Background: an optimization exercise with open tools, aiming at a short achievable clock period and few clock cycles. Do not read the settings as production practice.
At most, simulation tests tie the RTL to the original design; equivalence was not proved.
Power and IR drop assume default switching activity.

==> inputs of run P <==
Design cpu_top, start of the top module:
module cpu_top (
	input  logic clk,
	input  logic rst_n,
	input  cpu_pkg::nibble_t ef_n,
	input  cpu_pkg::nibble_t rom_din,
	output logic q,
	output logic rom_cs_n,
	output logic rom_sclk,
	output cpu_pkg::nibble_t rom_dout,
	output cpu_pkg::nibble_t rom_oe_n
);
clock: 5.0 ns
lec_check: 0
abc_clock_period_in_ps: 2000
cap_margin: 20
core_margin: 2
core_utilization: 60
setup_slack_margin: 3.0
slew_margin: 20
run.sh (not shown) runs the stock make flow with config.mk's settings and CLKGATE_MAP_FILE= SYNTH_SCRIPT=/design/flow/synth_recipe.tcl, a recipe that flattens the netlist after the stock synthesis.
==> inputs of run G, as changes to run P <==
--- a/flow/design.v
+++ b/flow/design.v
@@ -16,109 +16,115 @@
 		ST_IDLE
 	} core_state_t;
 	typedef enum logic [3:0] {
 		ALU_PASS, ALU_OR, ALU_AND, ALU_XOR, ALU_ADD,
 		ALU_SD, ALU_SHR, ALU_SM, ALU_SHL
 	} alu_op_t;
 endpackage
 module cpu_alu (
+	input  logic clk,
+	input  logic go,
 	input  cpu_pkg::data_t op,
 	input  cpu_pkg::data_t d,
 	input  cpu_pkg::data_t b,
-	input  logic df,
-	output cpu_pkg::data_t result,
-	output logic df_out
+	output cpu_pkg::data_t res,
+	output logic df_out,
+	output logic df_we
 );
-	logic [8:0] sum;
-	always_comb begin
-		result = b;
-		df_out = df;
-		sum = '0;
-		if (op[7:4] == 4'hF) begin
-			case (op[2:0])
-				3'd1: result = d | b;
-				3'd2: result = d & b;
-				3'd3: result = d ^ b;
-				3'd4: begin
-					sum = {1'b0, d} + {1'b0, b};
-					{df_out, result} = sum;
-				end
-				3'd5: begin
-					sum = {1'b0, b} + {1'b0, ~d} + 9'd1;
-					{df_out, result} = sum;
-				end
-				3'd7: begin
-					sum = {1'b0, d} + {1'b0, ~b} + 9'd1;
-					{df_out, result} = sum;
-				end
-				default: result = b;
-			endcase
+	logic is_f;
+	cpu_pkg::data_t a1, b1, lg1, lg2;
+	logic c1, ar1, ar2, c2;
+	logic [3:0] a2, b2, s2;
+	logic [4:0] sum_lo, sum_hi;
+	assign is_f = op[7:4] == 4'hF;
+	assign sum_lo = {1'b0, a1[3:0]} + {1'b0, b1[3:0]} + {4'h0, c1};
+	assign sum_hi = {1'b0, a2} + {1'b0, b2} + {4'h0, c2};
+	always_ff @(posedge clk) begin
+		if (go) begin
+			a1 <= (is_f && op[2:0] == 3'd5) ? ~d : d;    
+			b1 <= (is_f && op[2:0] == 3'd7) ? ~b : b;    
+			c1 <= is_f && (op[2:0] == 3'd5 || op[2:0] == 3'd7);
+			ar1 <= is_f && (op[2:0] == 3'd4 || op[2:0] == 3'd5 || op[2:0] == 3'd7);
+			if (is_f && op[2:0] == 3'd1)
+				lg1 <= d | b;
+			else if (is_f && op[2:0] == 3'd2)
+				lg1 <= d & b;
+			else if (is_f && op[2:0] == 3'd3)
+				lg1 <= d ^ b;
+			else
+				lg1 <= b;
 		end
+		a2 <= a1[7:4];
+		b2 <= b1[7:4];
+		c2 <= sum_lo[4];
+		s2 <= sum_lo[3:0];
+		lg2 <= lg1;
+		ar2 <= ar1;
+		res <= ar2 ? {sum_hi[3:0], s2} : lg2;
+		df_out <= sum_hi[4];
+		df_we <= ar2;
 	end
 endmodule
 module qspi_rom_reader (
 	input  logic clk,
 	input  logic rst,
 	input  logic go,
 	input  cpu_pkg::addr_t addr,
 	input  cpu_pkg::nibble_t rom_din,
+	input  logic inj,                   
+	input  cpu_pkg::data_t inj_byte,    
 	output logic rom_cs_n,
 	output logic rom_sclk,
 	output cpu_pkg::nibble_t rom_dout,
 	output cpu_pkg::nibble_t rom_oe_n,
 	output cpu_pkg::data_t data,
 	output logic ev    
 );
 	logic act;
 	logic [4:0] tc;
 	cpu_pkg::nibble_t din_q;
 	cpu_pkg::nibble_t hi_r;
 	logic ready;
 	logic t28;
 	assign ready = !act || t28;
 	assign data = {hi_r, din_q};
 	always_ff @(posedge clk) begin
-		din_q <= rom_din;
-		if (tc == 5'd25)
+		din_q <= inj ? inj_byte[3:0] : rom_din;
+		if (inj)
+			hi_r <= inj_byte[7:4];
+		else if (tc == 5'd25)
 			hi_r <= din_q;
 	end
 	always_ff @(posedge clk) begin
 		if (rst) begin
 			ev <= 1'b0;
 			t28 <= 1'b0;
 			act <= 1'b0;
 			tc <= 5'd0;
 			rom_cs_n <= 1'b1;
 			rom_sclk <= 1'b0;
 			rom_dout <= 4'h0;
 			rom_oe_n <= 4'hF;
 		end else if (ready) begin
-			ev <= 1'b0;
+			ev <= inj;
 			t28 <= 1'b0;
-			rom_sclk <= 1'b0;
 			tc <= 5'd0;
-			if (go) begin
-				act <= 1'b1;
-				rom_cs_n <= 1'b0;
-				rom_oe_n <= 4'h0;
-				rom_dout <= 4'h0;
-			end else begin
-				act <= 1'b0;
-				rom_cs_n <= 1'b1;
-			end
+			act <= go;
+			rom_cs_n <= !go;
+			rom_sclk <= 1'b0;
+			rom_oe_n <= go ? 4'h0 : 4'hF;
+			rom_dout <= 4'h0;
 		end else begin
 			tc <= tc + 5'd1;
-			ev <= tc == 5'd26;
+			ev <= tc == 5'd26 || inj;
 			t28 <= tc == 5'd27;
-			rom_sclk <= (tc == 5'd27) ? 1'b0 : ~rom_sclk;
-			if (tc == 5'd27)
-				rom_cs_n <= 1'b1;
-			if (tc == 5'd15)
-				rom_oe_n <= 4'hF;
+			rom_cs_n <= tc == 5'd27;
+			rom_sclk <= !tc[0];
+			rom_oe_n <= (tc >= 5'd15) ? 4'hF : 4'h0;
 			case (tc)
 				5'd3, 5'd4: rom_dout <= addr[15:12];
 				5'd5, 5'd6: rom_dout <= addr[11:8];
 				5'd7, 5'd8: rom_dout <= addr[7:4];
 				5'd9, 5'd10: rom_dout <= addr[3:0];
 				5'd11, 5'd12: rom_dout <= 4'b1010;
 				5'd13, 5'd14: rom_dout <= 4'b0101;
 				default: rom_dout <= 4'h0;
@@ -180,16 +186,17 @@
 	input  logic clk,
 	input  logic rst,
 	input  cpu_pkg::nibble_t ef_n,
 	output logic q,
 	output logic go,
 	output cpu_pkg::addr_t fa,
 	input  logic ev,
 	input  cpu_pkg::data_t fbyte,
+	output logic inj,
 	output logic [15:0] ra_row,
 	output logic [7:0] ra_wcol,
 	output logic [2:0] ra_col,
 	output cpu_pkg::data_t rwd,
 	output logic rre,
 	output logic rrtag,
 	input  cpu_pkg::data_t rdat,
 	input  logic rv,
@@ -213,37 +220,40 @@
 	cpu_pkg::nibble_t ef_meta, ef;
 	cpu_pkg::data_t ir;
 	cpu_pkg::data_t b;
 	cpu_pkg::addr_t t, s;
 	logic gone;        
 	logic exp_opnd;    
 	logic alu_go;      
 	logic alu_go2;     
-	cpu_pkg::data_t alu_res, alu_res_r;
-	logic alu_df, alu_df_r;
+	logic alu_go3;
+	logic alu_go4;     
+	cpu_pkg::data_t alu_res;
+	logic alu_df, alu_df_we;
 	logic st_wait, st_ex1, st_ex2, st_fetch, st_fl1, st_apw, st_nxt0, st_wb, st_halt;
 	logic f_idl, f_br, f_str, f_req, f_seq, f_glo, f_ghi, f_plo, f_phi, f_inc, f_dec;
 	logic f_sep, f_sex, f_shr, f_shl, f_ldop, f_incw, use_x, use_p, use_n, rd;
 	logic n15, eq_np, a_go, b_go;
 	logic x15, tinc15;
 	logic e_rdf, e_rdr, e_str, e_wb, e_apw, e_glo, e_ghi, e_shr, e_shl, e_seq, e_req;
 	logic e_sex, e_sep, e_brnt, e_fa_s, e_ra_s;
 	logic e_wd_tinc, e_wd_sinc, e_wd_sdec, e_wd_plo, e_wd_phi;
 	logic [15:0] e_wsel;
 	cpu_pkg::data_t ob;
 	logic opc_ev, opnd_ev, ram_opnd;
 	logic [3:0] on, og;
 	logic cond, taken_d, rd_d, o_ldn, o_lda, o_ldxa, o_alux, o_imm, o_br, o_sep;
 	logic o_nmod, o_idl, o_other;
 	logic [15:0] b15;
 	assign opnd_ev = ev && exp_opnd;
-	assign opc_ev = st_wait && ((ev && !exp_opnd) || (rv && rvtag));
+	assign inj = rv && rvtag;
+	assign opc_ev = st_wait && ev && !exp_opnd;
 	assign ram_opnd = rv && !rvtag;
-	assign ob = ev ? fbyte : rdat;
+	assign ob = fbyte;
 	assign on = ob[3:0];
 	assign og = ob[7:4];
 	always_comb begin
 		for (int i = 0; i < 16; i++)
 			b15[i] = regs[i][15];
 	end
 	always_comb begin
 		rd_s = '0;
@@ -278,22 +288,24 @@
 		case (1'b1)
 			st_ex1: go = a_go || (b_go && !n15);
 			st_fl1: go = !t[15];
 			st_fetch: go = !gone && !t[15];
 			default: go = 1'b0;
 		endcase
 	end
 	cpu_alu i_alu (
+		.clk    (clk),
+		.go     (alu_go),
 		.op     (ir),
 		.d      (d),
 		.b      (b),
-		.df     (df),
-		.result (alu_res),
-		.df_out (alu_df)
+		.res    (alu_res),
+		.df_out (alu_df),
+		.df_we  (alu_df_we)
 	);
 	cpu_pkg::addr_t s_inc, s_dec, t_inc;
 	assign s_inc = s + 16'd1;
 	assign s_dec = s - 16'd1;
 	assign t_inc = t + 16'd1;
 	always_ff @(posedge clk) begin
 		for (int i = 0; i < 16; i++) begin
 			if (rst && i == 0)
@@ -303,18 +315,16 @@
 		end
 	end
 	always_ff @(posedge clk) begin
 		ef_meta <= ~ef_n;
 		ef <= ef_meta;
 		x15 <= b15[x];
 		tinc15 <= t[15] ^ (&t[14:0]);
 		dz <= d == 8'h00;
-		alu_res_r <= alu_res;
-		alu_df_r <= alu_df;
 		wdat <= ((st_fetch || (st_ex2 && e_wd_tinc)) ? t_inc : 16'h0)
 			| ((st_ex2 && e_wd_sinc) ? s_inc : 16'h0)
 			| ((st_ex2 && e_wd_sdec) ? s_dec : 16'h0)
 			| ((st_ex2 && e_wd_plo) ? {s[15:8], d} : 16'h0)
 			| ((st_ex2 && e_wd_phi) ? {d, s[7:0]} : 16'h0);
 		rwd <= d;
 		if (st_ex1)
 			s <= rd_s;
@@ -337,17 +347,17 @@
 			f_shl <= ob == 8'hFE;
 			f_ldop <= o_ldn || o_lda || o_ldxa || o_alux || o_imm;
 			f_incw <= o_lda || o_ldxa || o_imm;
 			use_x <= o_ldxa || o_alux;
 			use_p <= o_imm || o_br;
 			use_n <= !(o_ldxa || o_alux || o_imm || o_br);
 			rd <= rd_d;
 			idx1_oh <= oh16((o_ldxa || o_alux) ? x : on);
-			n15 <= ev ? b15[fbyte[3:0]] : b15[rdat[3:0]];
+			n15 <= b15[on];
 			eq_np <= on == p;
 			a_go <= !o_idl && (((o_ldn || o_lda || o_imm || (o_br && taken_d)) && !t[15])
 				|| ((o_ldxa || o_alux) && (!x15 || !t[15]))
 				|| (o_br && !taken_d && !tinc15)
 				|| (o_other && !t[15]));
 			b_go <= o_ldn || o_lda || o_sep;
 		end
 		if (st_ex1) begin
@@ -393,16 +403,18 @@
 			x <= '0;
 			d <= '0;
 			df <= 1'b0;
 			q <= 1'b0;
 			gone <= 1'b0;
 			exp_opnd <= 1'b0;
 			alu_go <= 1'b0;
 			alu_go2 <= 1'b0;
+			alu_go3 <= 1'b0;
+			alu_go4 <= 1'b0;
 			wsel <= '0;
 			ra_wcol <= '0;
 			rre <= 1'b0;
 		end else begin
 			st_wait <= (st_wait && !opc_ev && !opnd_ev) || st_fetch || (st_ex2 && e_rdf);
 			st_ex1 <= opc_ev;
 			st_ex2 <= st_ex1 && !f_idl;
 			st_halt <= st_halt || (st_ex1 && f_idl);
@@ -416,19 +428,22 @@
 			if (opnd_ev) begin
 				b <= fbyte;
 				alu_go <= f_ldop;
 			end else if (ram_opnd) begin
 				b <= rdat;
 				alu_go <= f_ldop;
 			end
 			alu_go2 <= alu_go;
-			if (alu_go2) begin
-				d <= alu_res_r;
-				df <= alu_df_r;
+			alu_go3 <= alu_go2;
+			alu_go4 <= alu_go3;
+			if (alu_go4) begin
+				d <= alu_res;
+				if (alu_df_we)
+					df <= alu_df;
 			end
 			if (st_wait && opnd_ev && f_br)
 				t[7:0] <= fbyte;
 			else if (st_apw && ram_opnd && f_br)
 				t[7:0] <= rdat;
 			else if (st_wait || st_nxt0)
 				t <= rd_t;
 			else if (st_ex2 && e_sep)
@@ -500,47 +515,51 @@
 	output cpu_pkg::nibble_t rom_oe_n
 );
 	logic rst;
 	always_ff @(posedge clk)
 		rst <= !rst_n;
 	logic go;
 	cpu_pkg::addr_t fa;
 	logic ev;
+	logic inj;
 	cpu_pkg::data_t fbyte;
 	logic [15:0] ra_row;
 	logic [7:0] ra_wcol;
 	logic [2:0] ra_col;
 	logic rre, rrtag, rv, rvtag;
 	cpu_pkg::data_t rwd, rdat;
 	cpu_core i_core (
 		.clk   (clk),
 		.rst   (rst),
 		.ef_n  (ef_n),
 		.q     (q),
 		.go    (go),
 		.fa    (fa),
 		.ev    (ev),
 		.fbyte (fbyte),
+		.inj   (inj),
 		.ra_row  (ra_row),
 		.ra_wcol (ra_wcol),
 		.ra_col  (ra_col),
 		.rwd   (rwd),
 		.rre   (rre),
 		.rrtag (rrtag),
 		.rdat  (rdat),
 		.rv    (rv),
 		.rvtag (rvtag)
 	);
 	qspi_rom_reader i_rom (
 		.clk      (clk),
 		.rst      (rst),
 		.go       (go),
 		.addr     (fa),
 		.rom_din  (rom_din),
+		.inj      (inj),
+		.inj_byte (rdat),
 		.rom_cs_n (rom_cs_n),
 		.rom_sclk (rom_sclk),
 		.rom_dout (rom_dout),
 		.rom_oe_n (rom_oe_n),
 		.data     (fbyte),
 		.ev       (ev)
 	);
 	mem_ctrl i_ram (
- CORE_UTILIZATION: 60 -> 70
- CTS_CLUSTER_DIAMETER: default -> 60
- CTS_CLUSTER_SIZE: default -> 30
- PLACE_DENSITY: default -> 0.78
==> summary.txt <==
switch share: 21.11%
DIE WIDTH: 332.9 um
routed length per instance: 33.50 um
ClkCell Share: 7.031%
outcome: complete, no violations
The numbers above come from run P.

==> summary.txt <==
outcome: complete, no violations
routed length per instance: 33.51 um
largest net degree at the start of global routing: 93
R2R Path Start: i_core.s[0]$_DFFE_PP_
DIE WIDTH: 309.8 um
ClkCell Share: 5.120%
Power, Total: 25.59 mW
switch share: 22.98%
maximum vdd drop: 353.1 uV
The numbers above come from run G.

Testbench counts of run P, summed over its fixed seeds: cycles 1,075,645.
Only the layout flow was run in run G; the RTL was not checked for function there.

-- re-timing with driven ports --
Ports are ideal in the flow. The routed layouts listed here were re-timed in OpenROAD. Step 1, drivers: a clkbuf_16 drives clk and a buf_2 each remaining input, both assumed. Step 2, shift: input delay + t, output delay - t, t = (earliest + latest rising clock arrival at the registers) / 2. This alone moves slack from input paths to output paths. Three values: no drivers, after step 1, after step 2; two values: the first two.
| run | t (ns) | slack for setup (ns) | slew at the worst register clock pin (ns) |
|---|---|---|---|
| run P | 0.854 | 2.626 / 2.615 / 2.626 | 0.07 / 0.07 |
| run G | 0.802 | 2.753 / 2.686 / 2.753 | 0.11 / 0.11 |
After both steps setup and hold are still met in every run listed.
